Source: an optimization exercise on an open RTL-to-GDS flow (aim: small area, a short achievable clock period and few clock cycles per item). Production flows keep margins and buffers that such runs may drop.
Function not checked in this run: the RTL went through the layout flow alone.
Power is estimated from default activity; no workload was simulated.

==> design.v <==
`default_nettype none
package risc14Pkg;
	typedef struct packed {
		logic [7-1:0] laneHi;  
		logic [7-1:0] laneLo;  
	} risc14Lanes;
	typedef union packed {
		logic [14-1:0] scalar;
		risc14Lanes lanes;
	} risc14Word;
endpackage
`default_nettype wire
`default_nettype none
module mulTree
(
	input wire logic [13:0] a,
	input wire logic [13:0] b,
	output logic [13:0] sumRow,
	output logic [13:0] carryRow
);
	wire one0 = b[0] ^ 1'b0;
	wire two0 = (b[1] & ~b[0] & ~1'b0) | (~b[1] & b[0] & 1'b0);
	wire neg0 = b[1];
	wire pp0_0 = ((one0 & a[0]) | (two0 & 1'b0)) ^ neg0;
	wire pp0_1 = ((one0 & a[1]) | (two0 & a[0])) ^ neg0;
	wire pp0_2 = ((one0 & a[2]) | (two0 & a[1])) ^ neg0;
	wire pp0_3 = ((one0 & a[3]) | (two0 & a[2])) ^ neg0;
	wire pp0_4 = ((one0 & a[4]) | (two0 & a[3])) ^ neg0;
	wire pp0_5 = ((one0 & a[5]) | (two0 & a[4])) ^ neg0;
	wire pp0_6 = ((one0 & a[6]) | (two0 & a[5])) ^ neg0;
	wire pp0_7 = ((one0 & a[7]) | (two0 & a[6])) ^ neg0;
	wire pp0_8 = ((one0 & a[8]) | (two0 & a[7])) ^ neg0;
	wire pp0_9 = ((one0 & a[9]) | (two0 & a[8])) ^ neg0;
	wire pp0_10 = ((one0 & a[10]) | (two0 & a[9])) ^ neg0;
	wire pp0_11 = ((one0 & a[11]) | (two0 & a[10])) ^ neg0;
	wire pp0_12 = ((one0 & a[12]) | (two0 & a[11])) ^ neg0;
	wire pp0_13 = ((one0 & a[13]) | (two0 & a[12])) ^ neg0;
	wire one1 = b[2] ^ b[1];
	wire two1 = (b[3] & ~b[2] & ~b[1]) | (~b[3] & b[2] & b[1]);
	wire neg1 = b[3];
	wire pp1_0 = ((one1 & a[0]) | (two1 & 1'b0)) ^ neg1;
	wire pp1_1 = ((one1 & a[1]) | (two1 & a[0])) ^ neg1;
	wire pp1_2 = ((one1 & a[2]) | (two1 & a[1])) ^ neg1;
	wire pp1_3 = ((one1 & a[3]) | (two1 & a[2])) ^ neg1;
	wire pp1_4 = ((one1 & a[4]) | (two1 & a[3])) ^ neg1;
	wire pp1_5 = ((one1 & a[5]) | (two1 & a[4])) ^ neg1;
	wire pp1_6 = ((one1 & a[6]) | (two1 & a[5])) ^ neg1;
	wire pp1_7 = ((one1 & a[7]) | (two1 & a[6])) ^ neg1;
	wire pp1_8 = ((one1 & a[8]) | (two1 & a[7])) ^ neg1;
	wire pp1_9 = ((one1 & a[9]) | (two1 & a[8])) ^ neg1;
	wire pp1_10 = ((one1 & a[10]) | (two1 & a[9])) ^ neg1;
	wire pp1_11 = ((one1 & a[11]) | (two1 & a[10])) ^ neg1;
	wire one2 = b[4] ^ b[3];
	wire two2 = (b[5] & ~b[4] & ~b[3]) | (~b[5] & b[4] & b[3]);
	wire neg2 = b[5];
	wire pp2_0 = ((one2 & a[0]) | (two2 & 1'b0)) ^ neg2;
	wire pp2_1 = ((one2 & a[1]) | (two2 & a[0])) ^ neg2;
	wire pp2_2 = ((one2 & a[2]) | (two2 & a[1])) ^ neg2;
	wire pp2_3 = ((one2 & a[3]) | (two2 & a[2])) ^ neg2;
	wire pp2_4 = ((one2 & a[4]) | (two2 & a[3])) ^ neg2;
	wire pp2_5 = ((one2 & a[5]) | (two2 & a[4])) ^ neg2;
	wire pp2_6 = ((one2 & a[6]) | (two2 & a[5])) ^ neg2;
	wire pp2_7 = ((one2 & a[7]) | (two2 & a[6])) ^ neg2;
	wire pp2_8 = ((one2 & a[8]) | (two2 & a[7])) ^ neg2;
	wire pp2_9 = ((one2 & a[9]) | (two2 & a[8])) ^ neg2;
	wire one3 = b[6] ^ b[5];
	wire two3 = (b[7] & ~b[6] & ~b[5]) | (~b[7] & b[6] & b[5]);
	wire neg3 = b[7];
	wire pp3_0 = ((one3 & a[0]) | (two3 & 1'b0)) ^ neg3;
	wire pp3_1 = ((one3 & a[1]) | (two3 & a[0])) ^ neg3;
	wire pp3_2 = ((one3 & a[2]) | (two3 & a[1])) ^ neg3;
	wire pp3_3 = ((one3 & a[3]) | (two3 & a[2])) ^ neg3;
	wire pp3_4 = ((one3 & a[4]) | (two3 & a[3])) ^ neg3;
	wire pp3_5 = ((one3 & a[5]) | (two3 & a[4])) ^ neg3;
	wire pp3_6 = ((one3 & a[6]) | (two3 & a[5])) ^ neg3;
	wire pp3_7 = ((one3 & a[7]) | (two3 & a[6])) ^ neg3;
	wire one4 = b[8] ^ b[7];
	wire two4 = (b[9] & ~b[8] & ~b[7]) | (~b[9] & b[8] & b[7]);
	wire neg4 = b[9];
	wire pp4_0 = ((one4 & a[0]) | (two4 & 1'b0)) ^ neg4;
	wire pp4_1 = ((one4 & a[1]) | (two4 & a[0])) ^ neg4;
	wire pp4_2 = ((one4 & a[2]) | (two4 & a[1])) ^ neg4;
	wire pp4_3 = ((one4 & a[3]) | (two4 & a[2])) ^ neg4;
	wire pp4_4 = ((one4 & a[4]) | (two4 & a[3])) ^ neg4;
	wire pp4_5 = ((one4 & a[5]) | (two4 & a[4])) ^ neg4;
	wire one5 = b[10] ^ b[9];
	wire two5 = (b[11] & ~b[10] & ~b[9]) | (~b[11] & b[10] & b[9]);
	wire neg5 = b[11];
	wire pp5_0 = ((one5 & a[0]) | (two5 & 1'b0)) ^ neg5;
	wire pp5_1 = ((one5 & a[1]) | (two5 & a[0])) ^ neg5;
	wire pp5_2 = ((one5 & a[2]) | (two5 & a[1])) ^ neg5;
	wire pp5_3 = ((one5 & a[3]) | (two5 & a[2])) ^ neg5;
	wire one6 = b[12] ^ b[11];
	wire two6 = (b[13] & ~b[12] & ~b[11]) | (~b[13] & b[12] & b[11]);
	wire neg6 = b[13];
	wire pp6_0 = ((one6 & a[0]) | (two6 & 1'b0)) ^ neg6;
	wire pp6_1 = ((one6 & a[1]) | (two6 & a[0])) ^ neg6;
	wire s1 = pp0_10 ^ pp1_8;
	wire c2 = pp0_10 & pp1_8;
	wire s3 = pp0_11 ^ pp1_9;
	wire c4 = pp0_11 & pp1_9;
	wire p7 = pp0_12 ^ pp1_10;
	wire s5 = p7 ? ~pp2_8 : pp2_8;
	wire c6 = p7 ? pp2_8 : pp0_12;
	wire s8 = pp3_6 ^ pp4_4;
	wire c9 = pp3_6 & pp4_4;
	wire p12 = pp0_13 ^ pp1_11;
	wire s10 = p12 ? ~pp2_9 : pp2_9;
	wire c11 = p12 ? pp2_9 : pp0_13;
	wire s13 = pp3_7 ^ pp4_5;
	wire c14 = pp3_7 & pp4_5;
	wire s15 = pp0_6 ^ pp1_4;
	wire c16 = pp0_6 & pp1_4;
	wire s17 = pp0_7 ^ pp1_5;
	wire c18 = pp0_7 & pp1_5;
	wire p21 = pp0_8 ^ pp1_6;
	wire s19 = p21 ? ~pp2_4 : pp2_4;
	wire c20 = p21 ? pp2_4 : pp0_8;
	wire s22 = pp3_2 ^ pp4_0;
	wire c23 = pp3_2 & pp4_0;
	wire p26 = pp0_9 ^ pp1_7;
	wire s24 = p26 ? ~pp2_5 : pp2_5;
	wire c25 = p26 ? pp2_5 : pp0_9;
	wire s27 = pp3_3 ^ pp4_1;
	wire c28 = pp3_3 & pp4_1;
	wire p31 = pp2_6 ^ pp3_4;
	wire s29 = p31 ? ~pp4_2 : pp4_2;
	wire c30 = p31 ? pp4_2 : pp2_6;
	wire p34 = pp5_0 ^ neg5;
	wire s32 = p34 ? ~s1 : s1;
	wire c33 = p34 ? s1 : pp5_0;
	wire p37 = pp2_7 ^ pp3_5;
	wire s35 = p37 ? ~pp4_3 : pp4_3;
	wire c36 = p37 ? pp4_3 : pp2_7;
	wire p40 = pp5_1 ^ s3;
	wire s38 = p40 ? ~c2 : c2;
	wire c39 = p40 ? c2 : pp5_1;
	wire p43 = pp5_2 ^ pp6_0;
	wire s41 = p43 ? ~neg6 : neg6;
	wire c42 = p43 ? neg6 : pp5_2;
	wire p46 = s5 ^ s8;
	wire s44 = p46 ? ~c4 : c4;
	wire c45 = p46 ? c4 : s5;
	wire p49 = pp5_3 ^ pp6_1;
	wire s47 = p49 ? ~s10 : s10;
	wire c48 = p49 ? s10 : pp5_3;
	wire p52 = s13 ^ c6;
	wire s50 = p52 ? ~c9 : c9;
	wire c51 = p52 ? c9 : s13;
	wire s53 = pp0_4 ^ pp1_2;
	wire c54 = pp0_4 & pp1_2;
	wire s55 = pp0_5 ^ pp1_3;
	wire c56 = pp0_5 & pp1_3;
	wire p59 = pp2_2 ^ pp3_0;
	wire s57 = p59 ? ~neg3 : neg3;
	wire c58 = p59 ? neg3 : pp2_2;
	wire p62 = pp2_3 ^ pp3_1;
	wire s60 = p62 ? ~s17 : s17;
	wire c61 = p62 ? s17 : pp2_3;
	wire p65 = neg4 ^ s19;
	wire s63 = p65 ? ~s22 : s22;
	wire c64 = p65 ? s22 : neg4;
	wire p68 = s24 ^ s27;
	wire s66 = p68 ? ~c20 : c20;
	wire c67 = p68 ? c20 : s24;
	wire p71 = s29 ^ s32;
	wire s69 = p71 ? ~c25 : c25;
	wire c70 = p71 ? c25 : s29;
	wire p74 = s35 ^ s38;
	wire s72 = p74 ? ~c30 : c30;
	wire c73 = p74 ? c30 : s35;
	wire p77 = s41 ^ s44;
	wire s75 = p77 ? ~c36 : c36;
	wire c76 = p77 ? c36 : s41;
	wire p80 = s47 ^ s50;
	wire s78 = p80 ? ~c42 : c42;
	wire c79 = p80 ? c42 : s47;
	wire s81 = pp0_2 ^ pp1_0;
	wire c82 = pp0_2 & pp1_0;
	wire s83 = pp0_3 ^ pp1_1;
	wire c84 = pp0_3 & pp1_1;
	wire p87 = pp2_0 ^ neg2;
	wire s85 = p87 ? ~s53 : s53;
	wire c86 = p87 ? s53 : pp2_0;
	wire p90 = pp2_1 ^ s55;
	wire s88 = p90 ? ~c54 : c54;
	wire c89 = p90 ? c54 : pp2_1;
	wire p93 = s15 ^ s57;
	wire s91 = p93 ? ~c56 : c56;
	wire c92 = p93 ? c56 : s15;
	wire p96 = c16 ^ s60;
	wire s94 = p96 ? ~c58 : c58;
	wire c95 = p96 ? c58 : c16;
	wire p99 = c18 ^ s63;
	wire s97 = p99 ? ~c61 : c61;
	wire c98 = p99 ? c61 : c18;
	wire p102 = c23 ^ s66;
	wire s100 = p102 ? ~c64 : c64;
	wire c101 = p102 ? c64 : c23;
	wire p105 = c28 ^ s69;
	wire s103 = p105 ? ~c67 : c67;
	wire c104 = p105 ? c67 : c28;
	wire p108 = c33 ^ s72;
	wire s106 = p108 ? ~c70 : c70;
	wire c107 = p108 ? c70 : c33;
	wire p111 = c39 ^ s75;
	wire s109 = p111 ? ~c73 : c73;
	wire c110 = p111 ? c73 : c39;
	wire p114 = c45 ^ s78;
	wire s112 = p114 ? ~c76 : c76;
	wire c113 = p114 ? c76 : c45;
	assign sumRow = {s112, s109, s106, s103, s100, s97, s94, s91, s88, s85, s83, neg1, pp0_1, pp0_0};
	assign carryRow = {c110, c107, c104, c101, c98, c95, c92, c89, c86, c84, c82, s81, 1'b0, neg0};
endmodule
`default_nettype wire
`timescale 1ns/100ps
`default_nettype none
module risc14Exec
(
	input wire logic Clock_not,
	input wire logic rstN,
	input wire logic psel,
	input wire logic penable,
	input wire logic pwrite,
	input wire logic [8-1:0] paddr,
	input wire logic [32-1:0] pwdata,
	output logic [32-1:0] prdata,
	output logic pready,
	output logic pslverr
);
	localparam logic [3:0] K_CPY = 4'd0;   
	localparam logic [3:0] K_ADD = 4'd1;   
	localparam logic [3:0] K_VEC = 4'd2;   
	localparam logic [3:0] K_MULF = 4'd3;  
	localparam logic [3:0] K_NOT = 4'd4;
	localparam logic [3:0] K_AND = 4'd5;
	localparam logic [3:0] K_OR = 4'd6;
	localparam logic [3:0] K_XOR = 4'd7;
	localparam logic [3:0] K_SRL = 4'd8;
	localparam logic [3:0] K_SRA = 4'd9;
	localparam logic [3:0] K_ROTL = 4'd10;
	localparam logic [3:0] K_ROTR = 4'd11;
	logic [14-1:0] regFile [0:16-1];
	logic [12-1:0] statusReg;
	logic [14-1:0] opA;  
	logic [14-1:0] opB;  
	logic [4-1:0] destIdx;
	logic selAdd, selProp, selGen, selShr, selRotl, selNot, selCpy;
	logic isVec, fillRot, fillSign;
	logic wrCV, wrNZ, wrLane;
	logic isSub;
	logic commit;   
	logic mulBusy;  
	logic errQ;
	logic [5-1:0] wordIdx;
	logic [6-1:0] opc;
	logic setup;
	logic isReg, isInstr, isStatus;
	logic opcLegal, useImm, instrExec, hostWrite, isMul;
	logic [3:0] kNew;
	assign wordIdx = paddr[6:2];
	assign opc = pwdata[13:8];
	assign setup = psel & ~penable;
	assign isReg = ~wordIdx[4];
	assign isInstr = (wordIdx == 5'd16);
	assign isStatus = (wordIdx == 5'd17);
	always_comb begin
		opcLegal = 1'b1;
		useImm = 1'b0;
		kNew = K_CPY;
		case (opc)
			6'h02: kNew = K_CPY;
			6'h05, 6'h06: kNew = K_ADD;
			6'h07, 6'h08: begin kNew = K_ADD; useImm = 1'b1; end
			6'h09: kNew = K_MULF;
			6'h0B: kNew = K_NOT;
			6'h0C: kNew = K_AND;
			6'h0D: kNew = K_OR;
			6'h0E: kNew = K_XOR;
			6'h0F: begin kNew = K_SRL; useImm = 1'b1; end
			6'h10: begin kNew = K_SRA; useImm = 1'b1; end
			6'h11: begin kNew = K_ROTL; useImm = 1'b1; end
			6'h12: begin kNew = K_ROTR; useImm = 1'b1; end
			6'h17, 6'h18: kNew = K_VEC;
			default: opcLegal = 1'b0;
		endcase
	end
	assign instrExec = isInstr & pwrite & opcLegal;
	assign hostWrite = isReg & pwrite;
	assign isMul = (opc == 6'h09);
	logic [14-1:0] mulSum, mulCarry;
	mulTree mulUnit (.a(opA), .b(opB), .sumRow(mulSum), .carryRow(mulCarry));
	logic readA, writeA, selSr, keepB, immB;
	logic [3:0] loA, hiA, loB, hiB;
	logic [14-1:0] grpA [0:3];
	logic [14-1:0] grpB [0:3];
	logic [14-1:0] portB, nextA, nextB;
	assign readA = ~mulBusy & ~pwrite;
	assign writeA = ~mulBusy & pwrite;
	assign selSr = ~mulBusy & ~pwrite & isStatus;
	logic immOpc;
	assign immOpc = (opc[4] & ~opc[3] & ~opc[2])
		| (~opc[4] & opc[2] & opc[1] & opc[0])
		| (~opc[4] & opc[3] & ~opc[2] & ~opc[1] & ~opc[0]);
	assign keepB = ~mulBusy & ~hostWrite & ~immOpc;
	assign immB = ~mulBusy & (hostWrite | immOpc);
	always_comb begin
		for (int l = 0; l < 4; l++) begin
			loA[l] = (readA & isReg & (wordIdx[1:0] == l))
				| (writeA & (pwdata[4+1:4] == l));
			hiA[l] = pwrite ? (pwdata[7:7-1] == l) : (wordIdx[3:2] == l);
			loB[l] = (pwdata[0+1:0] == l);
			hiB[l] = (pwdata[3:3-1] == l);
		end
		nextA = ({14{mulBusy}} & mulSum)
			| ({14{selSr}} & {{(14-12){1'b0}}, statusReg});
		portB = '0;
		for (int h = 0; h < 4; h++) begin
			grpA[h] = '0;
			grpB[h] = '0;
			for (int l = 0; l < 4; l++) begin
				grpA[h] = grpA[h] | ({14{loA[l]}} & regFile[4*h+l]);
				grpB[h] = grpB[h] | ({14{loB[l]}} & regFile[4*h+l]);
			end
			nextA = nextA | ({14{hiA[h]}} & grpA[h]);
			portB = portB | ({14{hiB[h]}} & grpB[h]);
		end
		nextB = ({14{mulBusy}} & mulCarry)
			| ({14{keepB}} & portB)
			| ({14{~mulBusy & hostWrite}} & pwdata[14-1:0])
			| ({14{immB}}
				& {{(14-4){1'b0}}, pwdata[3:0]});
	end
	always_ff @(posedge Clock_not) begin
		mulBusy <= setup & instrExec & isMul;
		commit <= (setup & (hostWrite | (instrExec & ~isMul))) | mulBusy;
		errQ <= ~(isReg | instrExec | (isStatus & ~pwrite));
		destIdx <= hostWrite ? wordIdx[4-1:0] : pwdata[7:4];
		isSub <= ~hostWrite & ((opc == 6'h06) | (opc == 6'h08) | (opc == 6'h18));
		selAdd <= rstN & (mulBusy | (~hostWrite & ((kNew == K_ADD) | (kNew == K_VEC))));
		selProp <= rstN & ~mulBusy & ~hostWrite & ((kNew == K_XOR) | (kNew == K_OR));
		selGen <= rstN & ~mulBusy & ~hostWrite & ((kNew == K_AND) | (kNew == K_OR));
		selShr <= rstN & ~mulBusy & ~hostWrite & ((kNew == K_SRL) | (kNew == K_SRA) | (kNew == K_ROTR));
		selRotl <= rstN & ~mulBusy & ~hostWrite & (kNew == K_ROTL);
		selNot <= rstN & ~mulBusy & ~hostWrite & (kNew == K_NOT);
		selCpy <= rstN & ~mulBusy & (hostWrite | (kNew == K_CPY));
		isVec <= ~mulBusy & ~hostWrite & (kNew == K_VEC);
		fillRot <= (kNew == K_ROTR);
		fillSign <= (kNew == K_SRA);
		wrCV <= setup & instrExec & (kNew == K_ADD);
		wrNZ <= mulBusy | (setup & instrExec & ~isMul & ((kNew == K_ADD) | (kNew == K_NOT)
			| (kNew == K_AND) | (kNew == K_OR) | (kNew == K_XOR)));
		wrLane <= setup & instrExec & (kNew == K_VEC);
		opA <= nextA;
		opB <= nextB;
	end
	logic [14-1:0] bx, prop, gen;
	logic gapX, gapY;
	logic [14:0] ax, ay, ap, ag;
	logic [15:0] gk [0:4];
	logic [15:0] pk [0:4];
	logic [16:0] sum;  
	logic [14-1:0] addRes;
	assign bx = opB ^ {14{isSub}};
	assign gapX = ~isVec | isSub;
	assign gapY = isVec & isSub;
	assign ax = {opA[13:7], gapX, opA[6:0]};
	assign ay = {bx[13:7], gapY, bx[6:0]};
	always_comb begin
		for (int k = 0; k < 15; k++) begin
			ap[k] = ax[k] ? ~ay[k] : ay[k];
			ag[k] = ax[k] ? ay[k] : 1'b0;
		end
		gk[0] = {ag, isSub};
		pk[0] = {ap, 1'b0};
		for (int l = 0; l < 4; l++) begin
			for (int k = 0; k < 16; k++) begin
				if (k >= (1 << l)) begin
					gk[l + 1][k] = gk[l][k] | (pk[l][k] & gk[l][k - (1 << l)]);
					pk[l + 1][k] = pk[l][k] & pk[l][k - (1 << l)];
				end else begin
					gk[l + 1][k] = gk[l][k];
					pk[l + 1][k] = pk[l][k];
				end
			end
		end
		sum[0] = 1'b0;
		for (int k = 0; k < 15; k++) begin
			sum[k + 1] = ap[k] ? ~gk[4][k] : gk[4][k];
		end
		sum[16] = gk[4][15];
	end
	assign prop = {ap[14:8], ap[6:0]};
	assign gen = {ag[14:8], ag[6:0]};
	assign addRes = {sum[15:9], sum[7:1]};
	logic [1:0] shamt;
	logic [2:0] fill;
	logic [16:0] shrOut;
	logic [27:0] rotl;
	assign shamt = opB[1:0];
	assign fill = fillRot ? opA[2:0] : (fillSign ? {3{opA[13]}} : 3'b000);
	assign shrOut = {fill, opA} >> shamt;
	assign rotl = {opA, opA} << shamt;
	logic [14-1:0] result, otherRes;
	assign otherRes = ({14{selProp}} & prop)
		| ({14{selGen}} & gen)
		| ({14{selShr}} & shrOut[13:0])
		| ({14{selRotl}} & rotl[27:14])
		| ({14{selNot}} & ~opA)
		| ({14{selCpy}} & opB);
	assign result = ({14{selAdd}} & addRes) | otherRes;
	logic [14-1:0] zCarry;
	logic zLoAdd, zHiAdd;
	assign zCarry = {opA[12:7] | bx[12:7], isVec ? isSub : (opA[6] | bx[6]),
		opA[5:0] | bx[5:0], isSub};
	assign zLoAdd = (prop[6:0] == zCarry[6:0]);
	assign zHiAdd = (prop[13:7] == zCarry[13:7]);
	logic zLo, zHi;
	logic flagC, flagV, loC, loV;
	assign zLo = (zLoAdd | ~selAdd) & (otherRes[6:0] == '0);
	assign zHi = (zHiAdd | ~selAdd) & (otherRes[13:7] == '0);
	assign flagC = gk[4][15] ^ isSub;
	assign flagV = gk[4][14] ^ gk[4][15];
	assign loC = gk[4][7] ^ isSub;
	assign loV = gk[4][6] ^ gk[4][7];
	always_ff @(posedge Clock_not) begin
		for (int i = 0; i < 16; i++) begin
			if (!rstN || (commit && destIdx == i)) begin
				regFile[i] <= result;
			end
		end
	end
	always_ff @(posedge Clock_not) begin
		if (!rstN || wrCV) begin
			statusReg[11] <= rstN & flagC;
			statusReg[9] <= rstN & flagV;
		end
		if (!rstN || wrNZ) begin
			statusReg[10] <= rstN & result[13];
			statusReg[8] <= rstN & zLo & zHi;
		end
		if (!rstN || wrLane) begin
			statusReg[7:0] <= {8{rstN}} & {flagC, result[13], flagV, zHi,
				loC, result[6], loV, zLo};
		end
	end
	assign prdata = {{(32-14){1'b0}}, opA};
	assign pready = ~mulBusy;
	assign pslverr = errQ;
endmodule
`default_nettype wire
==> flow/run.sh <==
#!/bin/bash
# Standard layout, with the port buffers made from plain buffers instead of
# the cell buffer_ports picks by default (often a delay cell).
set -e
cp standard.sh standard.sh.txt 2>/dev/null || true
export BUFFER_PORTS_ARGS="-buffer_cell sky130_fd_sc_hd__buf_4"
bash standard.sh > standard.log 2>&1
==> standard.sh <==
#!/bin/bash
# synth_recipe.tcl (not shown) runs the flow's synth.tcl, then flattens the netlist and writes it again
# the make line also repeats each setting of config.mk as NAME=value (left out here)
make -C /OpenROAD-flow-scripts/flow DESIGN_CONFIG=/design/flow/config.mk WORK_HOME=/design/flow/orfs CLKGATE_MAP_FILE= SYNTH_SCRIPT=/design/flow/synth_recipe.tcl "${@:-finish}"
==> config.mk <==
export PLATFORM = sky130hd
export DESIGN_NAME = risc14Exec
export DESIGN_NICKNAME = risc14Exec
export VERILOG_FILES = /design/flow/design.v
export SDC_FILE = /design/flow/constraint.sdc
export NUM_CORES = 4
export LEC_CHECK = 0
export ABC_AREA = 1
export CAP_MARGIN = 20
export CORE_MARGIN = 2
export CORE_UTILIZATION = 50
export SETUP_SLACK_MARGIN = 5.0
export SLEW_MARGIN = 20
export TNS_END_PERCENT = 1
==> constraint.sdc <==
create_clock -name core_clock -period 7.5 [get_ports {Clock_not}]
set_input_delay 1.5000 -clock core_clock [delete_from_list [all_inputs] [get_ports {Clock_not}]]
set_output_delay 1.5000 -clock core_clock [all_outputs]
set_load 0.01 [all_outputs]
==> flow_summary_export.csv <==
group,metric,value,unit
placement,place_inst,2517,
synthesis,synth_seq_cells,285,
sta,rsz0062_at_grt,"yes",
detailed_routing,drc,0,
worst_hold_path,min_path_type,"reg -> reg",
detailed_routing,firstDrtPassIters,6,
setup_path,required,7.87,ns
detailed_routing,vias,16720,
finish,fill_cells,2842,
sta,fin_crit_sh,0.3947,
power_and_ir_drop,combPwrFrac,0.365,
placement,gp_congestion,0.9383,
grt,grt_pass1_vias,15440,
clocking,cts_sinks,285,
power_and_ir_drop,finalPower,5.924,mW
setup_path,cp_max_fo,6,
synthesis,synth_ff_type,"edfxtp_1",
synthesis,ys_types,64,
die,floorplan.initialDensity,0.5070,
placement,dpl.hpwl,42040,um
setup_path,crit_path_cell_trace,"buf_6 -> clkinvlp_4 -> a32oi_4 -> clkinv_4 -> buf_8 -> buf_16 -> a21oi_4 -> a21oi_2 -> nor3_2 -> nand4_1",
detailed_routing,vias_per_cell,6.209,
die,io-pin-count,79,
synthesis,syn_inst,2083,
finish,ff_latch_area,8115,um^2
clocking,cts_tree,"done",
worst_hold_path,min_to,"opA[2]",
grt,grt_pass1_wl,96370,um
placement,dpl_worst_slack,3.001,ns
setup_path,slowest_stage,"nor3_2",
setup_path,cp.arrival,3.33,ns
worst_hold_path,worstHoldPathCells,2,
grt,grt-ovfl-total,0,
setup_path,r2r-start,"isSub",
setup_path,critPathBufInv,5,
clocking,clk_latency,0.55,ns
finish,drive_gt1_frac,0.2333,
sta,fin_ws,4.540,ns
power_and_ir_drop,ir_worst_vdd,0.2093,mV
setup_path,rr_worst_depth,13,
sta,whs,0.5010,ns
power_and_ir_drop,clkPwrFrac,0.281,
die,fp.dieH,191.2,um
setup_path,worst-setup-path-type,"in -> reg",
synthesis,netlist_area,17510,um^2
outcome,outcome,"complete, no violations",
job,drv_cap,0,
die,dieArea,36540,um^2
power_and_ir_drop,p_sw,2.193,mW
finish,area_growth_syn_to_layout,27.93,%
synthesis,synth.top_cell.area_share,0.4046,
synthesis,synth_edf_count,236,
sta,fin_setup_tns,0,ns
sta,clock.fmax,337.8,MHz
placement,portBuffers,39,
sta,setup_violations,0,
synthesis,synth_top_area_cell,"edfxtp_1",
die,rows,68,
grt,antenna_found_initial,2,
clocking,cts_buffer_depth,3,
sta,fin_worst_skew,0.02129,ns
clocking,clk_pin_slew_worst_paths,0.05,ns
setup_path,start_kind,"input port",
finish,finalNetCount,2302,
finish,fin_util,0.6486,
placement,place_area,18270,um^2
power_and_ir_drop,seqPwrFrac,0.354,
clocking,root_buffer,"clkbuf_16",
detailed_routing,ant_nets,0,
grt,grtUsageTotal,0.3612,
finish,fin_cells,2693,
finish,design_area,22410,um^2
synthesis,seq_area_frac_synth,0.4606,
setup_path,slowest_delay,0.33,ns
clocking,cts_made_buffers,34,
sta,slew_violations,0,
sta,relSlewSlack,0.2974,
power_and_ir_drop,power_density,264.4,nW/um^2
setup_path,cp_top_family,"buffers and inverters",
synthesis,ys_warn_count,6,
clocking,htreeDepth,2,
die,die_x,191.2,um
sta,period_needed,2.960,ns
die,core_area,34540,um^2
worst_hold_path,hp-start,"statusReg[2]",
setup_path,r2r_end,"regFile[15][12]",
power_and_ir_drop,leakage,9.107,nW
synthesis,async_reset_ff_frac,0,
setup_path,cp-end-kind,"flop",
power_and_ir_drop,p_int,3.731,mW
finish,multiInputGateArea,9171,um^2
sta,finalHoldViolCount,0,
detailed_routing,drtIter0Drc,1897,
synthesis,avgSynthCellArea,8.408,um^2
sta,worst_pin_slew,1.054,ns
grt,grt_start_max_net_pins,40,
setup_path,reg2reg_setup_slack,4.66,ns
detailed_routing,finalWirelength,68470,um
detailed_routing,wire_per_inst,25.42,um
synthesis,yosys-top-cells-area,"edfxtp_1 (40%), nand2_1 (7.9%), inv_1 (6.2%), a21oi_1 (6.1%), dfxtp_1 (5.6%)",
power_and_ir_drop,swShare,0.3702,
-- state kept, by name, indices dropped and copies added (netlist names) --
| signal | cells |
|---|---|
| regFile | 224 |
| mulBusy | 1 |
| fillRot | 1 |
| isVec | 1 |
| selGen | 1 |
| opA | 14 |
| statusReg | 12 |
| wrLane | 1 |
| selRotl | 1 |
| fillSign | 1 |
| selProp | 1 |
| isSub | 1 |
| selCpy | 1 |
| selNot | 1 |
| errQ | 1 |
| wrCV | 1 |
| commit | 1 |
| selShr | 1 |
| wrNZ | 1 |
| opB | 14 |
| destIdx | 4 |
| selAdd | 1 |
-- worst min-delay path: cells and delay by family (launching register included) --
family / cells / cell delay (ns)
AO/OA/AOI/OAI: 1 / 0.06
flip-flops: 1 / 0.33
AND/OR/NAND/NOR: 1 / 0.07
-- cells by family (layout without fill, tap and decap cells) --
kind of cell | Yosys count | after routing | synth area share
AND/OR/NAND/NOR | 644 | 648 | 0.1593
AO/OA/AOI/OAI | 620 | 620 | 0.2122
buffers and inverters | 414 | 547 | 0.09787
flip-flops | 285 | 285 | 0.4606
XOR/XNOR | 73 | 73 | 0.03693
adder cells (fa/ha/maj) | 45 | 45 | 0.03215
other | 1 | 19 | 0.0002141
multiplexers | 1 | 1 | 0.0006429
-- final cells by class --
class                   count  share of cell area
diodes                      1           0.0001117
clock buffers              47             0.04149
clock inverters            14            0.007707
inverters                 303             0.05618
multi-input cells        1405              0.4093
flip-flops and latches    285              0.3622
well taps                 455             0.02541
repair buffers            182             0.09728
repair inverters            1           0.0002792
-- power by group through the flow --
stage	Sequential (mW)	Clock, mW	Combinational, mW
final	2.10	1.67	2.16
after detailed placement	2.11	0	1.76
after global placement	2.10	0	1.72
after CTS	2.08	1.67	2.01
after global routing	2.11	1.73	2.35
after floorplan	2.05	0	1.33
-- layer usage --
layer | wire [um] | vias up | global-route usage
li1 | - | 7531 | -
met1 | 25500 | 7967 | 0.4579
met2 | 32060 | 986 | 0.6027
met3 | 6770 | 234 | 0.06003
met4 | 4119 | 2 | 0.1713
met5 | 11 | - | 0
-- synth_stat cells, drive strengths merged (4+ instances only) --
| cell type | instances |
|---|---|
| nand3b | 10 |
| edfxtp | 236 |
| nand2 | 388 |
| nand4 | 6 |
| ha | 45 |
| o31ai | 5 |
| xor2 | 46 |
| a2111oi | 4 |
| xnor2 | 27 |
| inv | 300 |
| o211ai | 12 |
| o21ai | 144 |
| buf | 58 |
| o22ai | 159 |
| or2 | 13 |
| nor2 | 97 |
| a221oi | 9 |
| a22o | 24 |
| dfxtp | 49 |
| clkbuf | 53 |
| a21oi | 214 |
| nor3 | 17 |
| nor4 | 14 |
| nand3 | 97 |
| o221ai | 5 |
| a31oi | 11 |
-- how the worst max path moves through the flow --
stage                         start        endpoint  slack, ns  depth (start not counted)
after global placement    pwdata[1]         opB[13]       2.99                         11
after CTS                    pwrite          opA[3]       4.65                         15
after global routing       paddr[2]         opA[13]       4.50                         10
final                     pwdata[4]          opA[6]       4.54                         10
after detailed placement  pwdata[0]         opB[13]       3.00                         10
after floorplan              opB[1]  regFile[0][11]       4.49                         21
-- cells in the final DEF (no fill, tap or decap), types with 8 or more instances in the layout --
cell / instances
clkinvlp_4: 14
buf_6: 8
a21oi_1: 165
clkbuf_16: 43
a22o_1: 24
o22ai_1: 141
conb_1: 18
buf_16: 9
nand3_2: 10
o22ai_2: 17
nand2_2: 23
nand2_1: 354
o21ai_0: 86
xnor2_1: 17
nand2_4: 10
buf_12: 26
ha_4: 9
o21ai_1: 42
nand3_1: 86
xor2_1: 45
o21ai_4: 9
nor3_1: 9
a21oi_2: 44
or2_2: 10
nand3b_1: 10
edfxtp_1: 236
inv_2: 8
buf_4: 121
ha_1: 29
dfxtp_2: 17
nor2_1: 82
dfxtp_1: 25
inv_1: 267
nor2_2: 10
clkbuf_1: 10
o211ai_1: 12
-- what timing repair did --
action | CTS | global route
hold buffers | 0 | 0
pin swaps | 50 | 62
gates cloned | 15 | 10
setup endpoints to repair | 293 | 275
resized for setup | 256 | 128
setup buffers | 60 | 29

==> separate check: timing with driven ports <==
Ports are ideal in the flow. The routed layout listed here was re-timed in OpenROAD. Step 1 sets driving cells, clkbuf_16 on the clock port and buf_2 on the other inputs (assumed; they add their load-dependent delay and slew). Step 2 times the ports against the registers' clock, not the clock port: input delays grow and output delays shrink by t, the midpoint of the rising clock arrivals with the driver on. a / b / c = ideal ports / drivers / drivers and shift; a / b = the first two.
t, ns: 0.591
setup slack, ns: 4.540 / 4.531 / 3.939
worst setup path after step 2: input to register
latest minus earliest clock arrival (ns): 0.021 / 0.021
slew at the worst register clock pin (ns): 0.07 / 0.07
After both steps setup and hold are still met in this run. For this run, drivers alone change the setup slack by -0.009 ns; drivers and shift together by -0.601 ns.
